This design comes from an exercise in tuning for small area, a short achievable clock period and few clock cycles per item on the open sky130 flow, not from production work.
Power and IR drop assume default switching activity.

Design snake_body_engine, start of the top module:
module snake_body_engine #(
   parameter int MAX_LEN  = 128,
   parameter int X_W      = 8,
   parameter int Y_W      = 7,
   parameter int GRID_W   = 160,
   parameter int GRID_H   = 120,
   parameter int INIT_LEN = 10,
   parameter int INIT_X   = 80,
   parameter int INIT_Y   = 60,
   localparam int LW      = $clog2(MAX_LEN + 1)
) (
   input  logic           clock,
   input  logic           resetn,
   input  logic           step,
   input  logic           dir_valid,
   input  logic [1:0]     dir_in,
   input  logic           grow_valid,
   input  logic [3:0]     grow_amt,
   input  logic [LW-1:0]  rd_idx,
   output logic [X_W-1:0] rd_x,
   output logic [Y_W-1:0] rd_y,
   output logic           rd_valid,
   output logic [X_W-1:0] head_x,
   output logic [Y_W-1:0] head_y,
   output logic [LW-1:0]  length,
   output logic           busy,
   output logic           step_done,
   output logic           endgame
);
   localparam int IW = $clog2(MAX_LEN);
   localparam logic [X_W-1:0] XM = X_W'(GRID_W - 1);
   localparam logic [Y_W-1:0] YM = Y_W'(GRID_H - 1);
   localparam int NC = (MAX_LEN - 1) / 2;   
   logic [X_W-1:0] seg_x [MAX_LEN];
   logic [Y_W-1:0] seg_y [MAX_LEN];
   logic [1:0] dir, dir_pend;
   logic [7:0] pending, sat;
   logic [8:0] sum;
   logic [X_W-1:0] nx, hx_n;       
   logic [Y_W-1:0] ny, hy_n;
   logic [1:0] dp_n;
   logic off, full, grows, hit, dead, acc, move;
   logic [NC-1:0] cmp;
   assign head_x = seg_x[0];
   assign head_y = seg_y[0];
   assign busy = 1'b0;
   assign endgame = dead;
   always_comb begin
      sum = {1'b0, pending} + {5'b0, grow_valid ? grow_amt : 4'd0};
      sat = sum[8] ? 8'hff : sum[7:0];
      full = length == LW'(MAX_LEN);
  ...
Settings: LEC_CHECK=0, ABC_AREA=1, CAP_MARGIN=40, CORE_MARGIN=2, CORE_UTILIZATION=45, SETUP_SLACK_MARGIN=4, SLEW_MARGIN=40; clock period 10.0 ns.
standard.sh (not shown) runs the stock make flow with config.mk's settings and CLKGATE_MAP_FILE= SYNTH_SCRIPT=/design/flow/synth_recipe.tcl, a recipe that flattens the netlist after the stock synthesis.
==> flow/flow/run.sh <==
#!/bin/bash
export BUFFER_PORTS_ARGS="-buffer_cell sky130_fd_sc_hd__buf_4"
export CTS_ARGS="-sink_clustering_enable -repair_clock_nets -dont_use_dummy_load"
bash standard.sh > standard.log 2>&1
Then changed:
==> flow/run.sh (new file) <==
#!/bin/bash
# synth_recipe.tcl (not shown) runs the flow's synth.tcl, then flattens the netlist and writes it again
# the make line also repeats each setting of config.mk as NAME=value (left out here)
make -C /OpenROAD-flow-scripts/flow DESIGN_CONFIG=/design/flow/config.mk WORK_HOME=/design/flow/orfs CLKGATE_MAP_FILE= SYNTH_SCRIPT=/design/flow/synth_recipe.tcl finish
removed: flow/flow/run.sh
removed: flow/standard.sh
=>
- The new run passed the timing, DRC and antenna checks
- final area goes up by 2.1%
- area after synthesis does not change
- fmax went up by 0.77%
- worst hold slack improved by 0.024 ns
- routed wire length fell by 1.9%
- clock skew went down by 0.011 ns
- setup slack is better by 0.053 ns
- register-to-register slack gets worse by 0.05 ns
- via count rose by 0.41%
- count of clock-buffer cells in the layout rises by 52
- non-clock buffer count grows by 27
Then changed:
==> flow/flow/run.sh (new file) <==
#!/bin/bash
cp standard.sh standard.sh.txt
export CTS_ARGS="-sink_clustering_enable -repair_clock_nets -dont_use_dummy_load"
bash standard.sh > standard.log 2>&1
==> flow/standard.sh (new file) <==
#!/bin/bash
# synth_recipe.tcl (not shown) runs the flow's synth.tcl, then flattens the netlist and writes it again
# the make line also repeats each setting of config.mk as NAME=value (left out here)
make -C /OpenROAD-flow-scripts/flow DESIGN_CONFIG=/design/flow/config.mk WORK_HOME=/design/flow/orfs CLKGATE_MAP_FILE= SYNTH_SCRIPT=/design/flow/synth_recipe.tcl "${@:-finish}"
Settings changed: CTS_CLUSTER_DIAMETER set to 120, CTS_CLUSTER_SIZE set to 40.
removed: flow/run.sh
Wire length barely changes.
Maximum frequency went up slightly.
Clock skew went up by 0.042 ns.
Count of clock-buffer cells in the layout fell by 54.
Area after synthesis stays the same.
Power decreases by a few percent.
Core utilization decreases by 1.0 points.
Via count decreases slightly.
Function was not checked in any run of this note: the RTL went through the layout flow alone.

========
== run 1 ==
snake_body_engine, a different RTL version from the one above (not shown whole).
For scale: ~7600 cells after synthesis, roughly 2000 flip-flops, ~61 I/O pins.
Settings: LEC_CHECK=0, ABC_AREA=1, CAP_MARGIN=40, CORE_MARGIN=2, CORE_UTILIZATION=45, SETUP_SLACK_MARGIN=1, SLEW_MARGIN=40; clock period 10.0 ns.
run.sh (not shown) runs the stock make flow with config.mk's settings and CLKGATE_MAP_FILE= SYNTH_SCRIPT=/design/flow/synth_recipe.tcl, a recipe that flattens the netlist after the stock synthesis.
Stock flow here: none of the scripts above is used.
What run 2 does differently from run 1 at the input level:
==> flow/flow/run.sh (new file) <==
#!/bin/bash
cp standard.sh standard.sh.txt
export CTS_ARGS="-sink_clustering_enable -repair_clock_nets -dont_use_dummy_load"
bash standard.sh > standard.log 2>&1
==> flow/standard.sh (new file) <==
#!/bin/bash
# synth_recipe.tcl (not shown) runs the flow's synth.tcl, then flattens the netlist and writes it again
# the make line also repeats each setting of config.mk as NAME=value (left out here)
make -C /OpenROAD-flow-scripts/flow DESIGN_CONFIG=/design/flow/config.mk WORK_HOME=/design/flow/orfs CLKGATE_MAP_FILE= SYNTH_SCRIPT=/design/flow/synth_recipe.tcl "${@:-finish}"
-- flow/config.mk --
<<< run 1, line 10
export CORE_MARGIN = 2
export CORE_UTILIZATION = 45
export SETUP_SLACK_MARGIN = 1
export SLEW_MARGIN = 40
>>> run 2, line 10
export CORE_MARGIN = 2
export CORE_UTILIZATION = 45
export SETUP_SLACK_MARGIN = 4
export SLEW_MARGIN = 40
removed: flow/run.sh
==> comparison <==
On switching fraction of total power, run 1 tracks run 2 almost exactly.
Non-clock buffer contribution to total cell area (higher): run 2
Run 2 ends up with a worst stage delay on the critical path that is 0.02 ns higher than in run 1.
Changes observed in run 2 relative to run 1: routed length on met2 +1.7%; slew of the pin with the lowest slew margin now larger; post-route clock skew picked up an extra 0.038 ns; hold slack -0.024 ns; sequential portion of the cell area went down.
Reported for run 1 and run 2, area after synthesis turned out identical to the last digit.
Delta(total number of cells along the worst setup path, run 2 - run 1) > 0
Compared to run 1, run 2 has total wirelength of the detailed-routed design 2.9% higher.
Relative to run 2, the following input files were edited for run 3:
==> flow/run.sh (new file) <==
#!/bin/bash
# synth_recipe.tcl (not shown) runs the flow's synth.tcl, then flattens the netlist and writes it again
# the make line also repeats each setting of config.mk as NAME=value (left out here)
make -C /OpenROAD-flow-scripts/flow DESIGN_CONFIG=/design/flow/config.mk WORK_HOME=/design/flow/orfs CLKGATE_MAP_FILE= SYNTH_SCRIPT=/design/flow/synth_recipe.tcl finish
-- flow/config.mk --
<<< run 2, line 9
export CAP_MARGIN = 40
export CORE_MARGIN = 2
export CORE_UTILIZATION = 45
export SETUP_SLACK_MARGIN = 4
export SLEW_MARGIN = 40
>>> run 3, line 9
export CAP_MARGIN = 40
export CORE_MARGIN = 2
export CORE_UTILIZATION = 35
export CTS_BUF_LIST = sky130_fd_sc_hd__clkbuf_8
export CTS_CLUSTER_SIZE = 20
export SETUP_SLACK_MARGIN = 4
export SLEW_MARGIN = 40
removed: flow/flow/run.sh
removed: flow/standard.sh
==> comparison <==
- Reported net switching power: run 3 > run 2
- Clock-cell share of area: run 3 > run 2
- Run 2 -> run 3: count of cells along the worst hold path flat
- Where global-route wire length before repair is concerned, run 2 is better than run 3.
Input-level comparison between run 4 and run 3:
-- flow/config.mk --
<<< run 3, line 9
export CAP_MARGIN = 40
export CORE_MARGIN = 2
export CORE_UTILIZATION = 35
export CTS_BUF_LIST = sky130_fd_sc_hd__clkbuf_8
export CTS_CLUSTER_SIZE = 20
export SETUP_SLACK_MARGIN = 4
export SLEW_MARGIN = 40
>>> run 4, line 9
export CAP_MARGIN = 40
export CORE_MARGIN = 2
export CORE_UTILIZATION = 45
export SETUP_SLACK_MARGIN = 4
export SLEW_MARGIN = 40
## What came out
Summary of run 4 over run 3: core footprint went down by about 22%; routed length per placed instance went up by 2.3 um; post-route worst hold slack went up by 0.019 ns; number of placed instances, taps included went down by 722.
Die span in x: lower on run 4
In the metrics for run 4 and run 3, the one carrying the lower area fraction of clock buffers and clock inverters is run 3.
No functional check of the RTL was part of any run of this note.

separate check: timing with driven ports:
In the flow no input, the clock included, has a driving cell. The finished layouts below were timed again as built, in two steps. Step 1 sets driving cells, clkbuf_16 on the clock port and buf_2 on the other inputs (assumed; they add their load-dependent delay and slew). Step 2 also shifts input and output timing later by t, the mid clock arrival at the registers, as if the neighbouring blocks saw the same clock. a / b / c = no drivers / after step 1 / after step 2; a / b = the first two.
run	t, ns	slack for setup (ns)	worst setup path after step 2	latest minus earliest clock arrival (ns)	worst slew at a driven data input, ns
the first run of note 1	0.899	2.962 / 2.893 / 2.893	input to output	0.085 / 0.085	0.08
the second run of note 1	0.945	3.016 / 2.928 / 2.928	input to output	0.057 / 0.057	0.10
the third run of note 1	0.907	3.112 / 3.010 / 3.010	input to output	0.104 / 0.104	0.10
run 1	0.955	0.825 / 0.803 / 0.803	input to output	0.060 / 0.060	0.11
run 2	0.949	2.651 / 2.590 / 2.590	input to output	0.095 / 0.096	0.10
run 3	1.224	2.534 / 2.477 / 2.477	input to output	0.114 / 0.113	0.09
run 4	0.967	2.592 / 2.544 / 2.544	input to output	0.063 / 0.063	0.11
After both steps every run listed still meets setup and hold. The setup slack of the third run of note 1, which loses most, moves by -0.102 ns with the drivers and by -0.102 ns with both steps.
